From an optimization exercise on the open Yosys and OpenROAD flow, aimed at small area, a short achievable clock period and few clock cycles per item; shortcuts taken in it are not production practice. Only simulation tests tie the RTL to the original design; equivalence was not proved. Power figures rest on the tool's default switching activity, not on a simulated workload.

==> flow/design.v <==
package mdfr_pkg;
  localparam int unsigned MAC_W     = 48;
  localparam int unsigned ID_W      = 16;
  localparam int unsigned KIND_W    = 8;
  localparam int unsigned ACT_W     = 3;
  localparam int unsigned OCC_W     = 5;
  localparam int unsigned ENTRIES_D = 16;
  localparam logic [KIND_W-1:0] KIND_BCAST    = 8'd1;
  localparam logic [KIND_W-1:0] KIND_TARGETED = 8'd2;
  localparam logic [ACT_W-1:0] ACT_OWN      = 3'd0;
  localparam logic [ACT_W-1:0] ACT_DUP      = 3'd1;
  localparam logic [ACT_W-1:0] ACT_DELIVER  = 3'd2;
  localparam logic [ACT_W-1:0] ACT_BCAST    = 3'd3;
  localparam logic [ACT_W-1:0] ACT_TARGETED = 3'd4;
  localparam logic [ACT_W-1:0] ACT_PASS     = 3'd5;
endpackage
import mdfr_pkg::*;
module mdfr_store #(
  parameter int unsigned ENTRIES = mdfr_pkg::ENTRIES_D
) (
  input  logic                        clk,
  input  logic                        rst,
  input  logic [mdfr_pkg::MAC_W-1:0]  in_origin,
  input  logic [mdfr_pkg::ID_W-1:0]   in_id,
  input  logic                        cand,        
  output logic                        dup,         
  output logic                        ins,         
  output logic [ENTRIES-1:0]          live,        
  output logic [ENTRIES-1:0]          live_ins     
);
  logic [mdfr_pkg::MAC_W-1:0] s_origin [ENTRIES];
  logic [mdfr_pkg::ID_W-1:0]  s_id     [ENTRIES];
  logic [ENTRIES-1:0]         nz;
  logic [ENTRIES-1:0]         nz_ins;
  logic [mdfr_pkg::MAC_W-1:0] f_origin;    
  logic [mdfr_pkg::ID_W-1:0]  f_id;
  logic                       f_idnz;
  logic [ENTRIES-1:0]         hit_in;      
  logic                       hit_prev_in; 
  logic [ENTRIES-1:0]         hit_r;
  logic                       hit_prev_r;
  logic [ENTRIES-1:0]         moved;       
  logic [ENTRIES-1:0]         shen;
  logic [ENTRIES-1:0]         hit;
  always_comb begin
    for (int i = 0; i < ENTRIES; i++) begin
      hit_in[i] = (s_id[i] == in_id) && (s_origin[i] == in_origin);
    end
  end
  assign hit_prev_in = (f_id == in_id) && (f_origin == in_origin);
  always_ff @(posedge clk) begin
    f_origin   <= in_origin;
    f_id       <= in_id;
    f_idnz     <= (in_id != '0);
    hit_r      <= hit_in;
    hit_prev_r <= hit_prev_in;
    moved      <= shen;
  end
  always_comb begin
    hit[0] = live[0] && (moved[0] ? hit_prev_r : hit_r[0]);
    for (int i = 1; i < ENTRIES; i++) begin
      hit[i] = live[i] && (moved[i] ? hit_r[i-1] : hit_r[i]);
    end
  end
  assign dup = |hit;
  assign ins = cand && !dup;
  always_comb begin
    shen[0] = ins;
    for (int i = 1; i < ENTRIES; i++) begin
      shen[i] = ins && live[i-1];
    end
  end
  always_comb begin
    nz_ins[0] = f_idnz;
    for (int i = 1; i < ENTRIES; i++) begin
      nz_ins[i] = live[i-1] || nz[i];
    end
    live_ins[0] = nz_ins[0];
    for (int i = 1; i < ENTRIES; i++) begin
      live_ins[i] = live_ins[i-1] && nz_ins[i];
    end
  end
  always_ff @(posedge clk) begin
    if (shen[0]) begin
      s_origin[0] <= f_origin;
      s_id[0]     <= f_id;
    end
    for (int i = 1; i < ENTRIES; i++) begin
      if (shen[i]) begin
        s_origin[i] <= s_origin[i-1];
        s_id[i]     <= s_id[i-1];
      end
    end
  end
  always_ff @(posedge clk) begin
    if (rst) begin
      nz   <= '0;
      live <= '0;
    end else if (ins) begin
      nz   <= nz_ins;
      live <= live_ins;
    end
  end
endmodule
import mdfr_pkg::*;
module mdfr_ctrl #(
  parameter int unsigned W = 8
) (
  input  logic         clk,
  input  logic         rst,
  input  logic         take,        
  input  logic         push,
  input  logic [W-1:0] push_data,
  output logic         in_ready,
  output logic         out_valid,
  input  logic         out_ready,
  output logic [W-1:0] out_data
);
  logic [W-1:0] q1, q2;
  logic [1:0]   fc;         
  logic [1:0]   cnt;        
  logic         pop;
  logic [1:0]   fc_pop, fc_next;
  logic [2:0]   cnt_next;
  assign pop      = out_valid && out_ready;
  assign fc_pop   = fc - {1'b0, pop};
  assign fc_next  = fc_pop + {1'b0, push};
  assign cnt_next = {1'b0, cnt} + {2'b0, take} - {2'b0, pop};
  always_ff @(posedge clk) begin
    if (rst) begin
      fc        <= '0;
      cnt       <= '0;
      out_valid <= 1'b0;
      in_ready  <= 1'b1;
    end else begin
      fc        <= fc_next;
      cnt       <= cnt_next[1:0];
      out_valid <= (fc_next != 2'd0);
      in_ready  <= (cnt_next <= 3'd2);
    end
  end
  always_ff @(posedge clk) begin
    if (push && fc_pop == 2'd0) out_data <= push_data;
    else if (pop)               out_data <= q1;
    if (push && fc_pop == 2'd1) q1 <= push_data;
    else if (pop)               q1 <= q2;
    if (push && fc_pop == 2'd2) q2 <= push_data;
  end
endmodule
import mdfr_pkg::*;
module mesh_duplicate_filter_relay_unit #(
  parameter int unsigned ENTRIES = mdfr_pkg::ENTRIES_D
) (
  input  logic                        clk,
  input  logic                        rst,
  input  logic                        cfg_we,
  input  logic [mdfr_pkg::MAC_W-1:0]  cfg_wdata,    
  input  logic                        s_tvalid,
  output logic                        s_tready,
  input  logic [159:0]                s_tdata,      
  input  logic [7:0]                  s_tuser,      
  output logic                        m_tvalid,
  input  logic                        m_tready,
  output logic [7:0]                  m_tdata,      
  output logic [2:0]                  m_tuser       
);
  logic [MAC_W-1:0]   self_mac;
  logic               take;
  logic               v2;          
  logic               cand2;       
  logic               own2;
  logic [ACT_W-1:0]   act_new2;    
  logic [ACT_W-1:0]   act_new_in;
  logic               own_in;
  logic               dup, ins;
  logic [ENTRIES-1:0] live, live_ins;
  logic [OCC_W-1:0]   occ;
  logic [ACT_W-1:0]   act;
  logic [7:0]         out_data;
  assign take   = s_tvalid && s_tready;
  assign own_in = (s_tdata[47:0] == self_mac);
  always_comb begin
    if (s_tdata[95:48] == self_mac)          act_new_in = ACT_DELIVER;
    else if (s_tuser == KIND_BCAST)          act_new_in = ACT_BCAST;
    else if (s_tuser == KIND_TARGETED)       act_new_in = ACT_TARGETED;
    else                                     act_new_in = ACT_PASS;
  end
  always_ff @(posedge clk) begin
    if (rst) begin
      self_mac <= '0;
      v2       <= 1'b0;
      cand2    <= 1'b0;
    end else begin
      if (cfg_we) self_mac <= cfg_wdata;
      v2    <= take;
      cand2 <= take && !own_in;
    end
  end
  always_ff @(posedge clk) begin
    own2     <= own_in;
    act_new2 <= act_new_in;
  end
  mdfr_store #(.ENTRIES(ENTRIES)) u_store (
    .clk       (clk),
    .rst       (rst),
    .in_origin (s_tdata[47:0]),
    .in_id     (s_tdata[111:96]),
    .cand      (cand2),
    .dup       (dup),
    .ins       (ins),
    .live      (live),
    .live_ins  (live_ins)
  );
  logic [OCC_W-1:0] occ_old, occ_new;
  always_comb begin
    occ_old = '0;
    occ_new = '0;
    for (int i = 0; i < ENTRIES - 1; i++) begin
      if (live[i] && !live[i+1])         occ_old = OCC_W'(i + 1);
      if (live_ins[i] && !live_ins[i+1]) occ_new = OCC_W'(i + 1);
    end
    if (live[ENTRIES-1])     occ_old = OCC_W'(ENTRIES);
    if (live_ins[ENTRIES-1]) occ_new = OCC_W'(ENTRIES);
  end
  assign occ     = ins ? occ_new : occ_old;
  assign act     = own2 ? ACT_OWN : (dup ? ACT_DUP : act_new2);
  mdfr_ctrl #(.W(8)) u_ctrl (
    .clk       (clk),
    .rst       (rst),
    .take      (take),
    .push      (v2),
    .push_data ({act, occ}),
    .in_ready  (s_tready),
    .out_valid (m_tvalid),
    .out_ready (m_tready),
    .out_data  (out_data)
  );
  assign m_tuser = out_data[7:5];
  assign m_tdata = {3'b000, out_data[4:0]};
endmodule
export LEC_CHECK = 0
export ABC_AREA = 1
export CAP_MARGIN = 20
export CORE_MARGIN = 2
export CORE_UTILIZATION = 55
export CTS_BUF_LIST = sky130_fd_sc_hd__clkbuf_16
export CTS_CLUSTER_DIAMETER = 70
export CTS_CLUSTER_SIZE = 25
export HOLD_SLACK_MARGIN = 0
export SETUP_SLACK_MARGIN = 4.0
export SLEW_MARGIN = 20
export TNS_END_PERCENT = 20
create_clock -name core_clock -period 6.0 [get_ports {clk}]
standard.sh (not shown) runs the stock make flow with config.mk's settings and CLKGATE_MAP_FILE= SYNTH_SCRIPT=/design/flow/synth_recipe.tcl, a recipe that flattens the netlist after the stock synthesis.
==> flow/flow/run.sh <==
#!/bin/bash
# Standard ORFS layout with two changes: port buffers are the smallest plain buffer (the
# resizer still upsizes where timing needs it) and clock tree synthesis adds no dummy loads.
set -euo pipefail
export BUFFER_PORTS_ARGS="-buffer_cell sky130_fd_sc_hd__buf_1"
export CTS_ARGS="-sink_clustering_enable -repair_clock_nets -sink_clustering_size 25 -sink_clustering_max_diameter 70 -buf_list sky130_fd_sc_hd__clkbuf_16 -dont_use_dummy_load"
bash standard.sh finish > flow.log 2>&1
Testbench counts at the start, summed over its fixed seeds: cycles 3,216, items 3,200.
Change:
Settings changed: CORE_UTILIZATION 55 to 50, TNS_END_PERCENT 20 to 0.
The new run passed the timing, DRC and antenna checks.
Power drops by 2.8%.
Cell area drops by 8.4%.
Clock power climbs by about 3%.
Setup slack got worse by 50 ps.
Sequential power barely changes.

separate check: timing with driven ports:
How much do the figures lean on ideal ports? The routed layouts below were timed once more, with nothing changed but the port constraints.
Step 1 (the two cells are an assumption about what drives the block):
set clk [get_ports {clk}]
set_driving_cell -lib_cell sky130_fd_sc_hd__clkbuf_16 $clk
set_driving_cell -lib_cell sky130_fd_sc_hd__buf_2 [delete_from_list [all_inputs] $clk]
Step 2 adds t to the input delays and takes it off the output delays; t is the mean of the earliest and latest rising clock arrival at the registers after step 1. Input paths then give back, and output paths get back, about the clock's delay inside the block.
Slacks: ideal / step 1 / step 2; pairs: ideal / step 1.
run | t, ns | slack for setup (ns) | slew at the worst register clock pin (ns)
the first run | 0.715 | 3.601 / 3.577 / 2.897 | 0.10 / 0.10
the second run | 0.712 | 3.551 / 3.566 / 2.884 | 0.10 / 0.10
After both steps setup and hold are still met in every run listed. For the first run, which loses most, drivers alone change the setup slack by -0.024 ns; drivers and shift together by -0.704 ns.
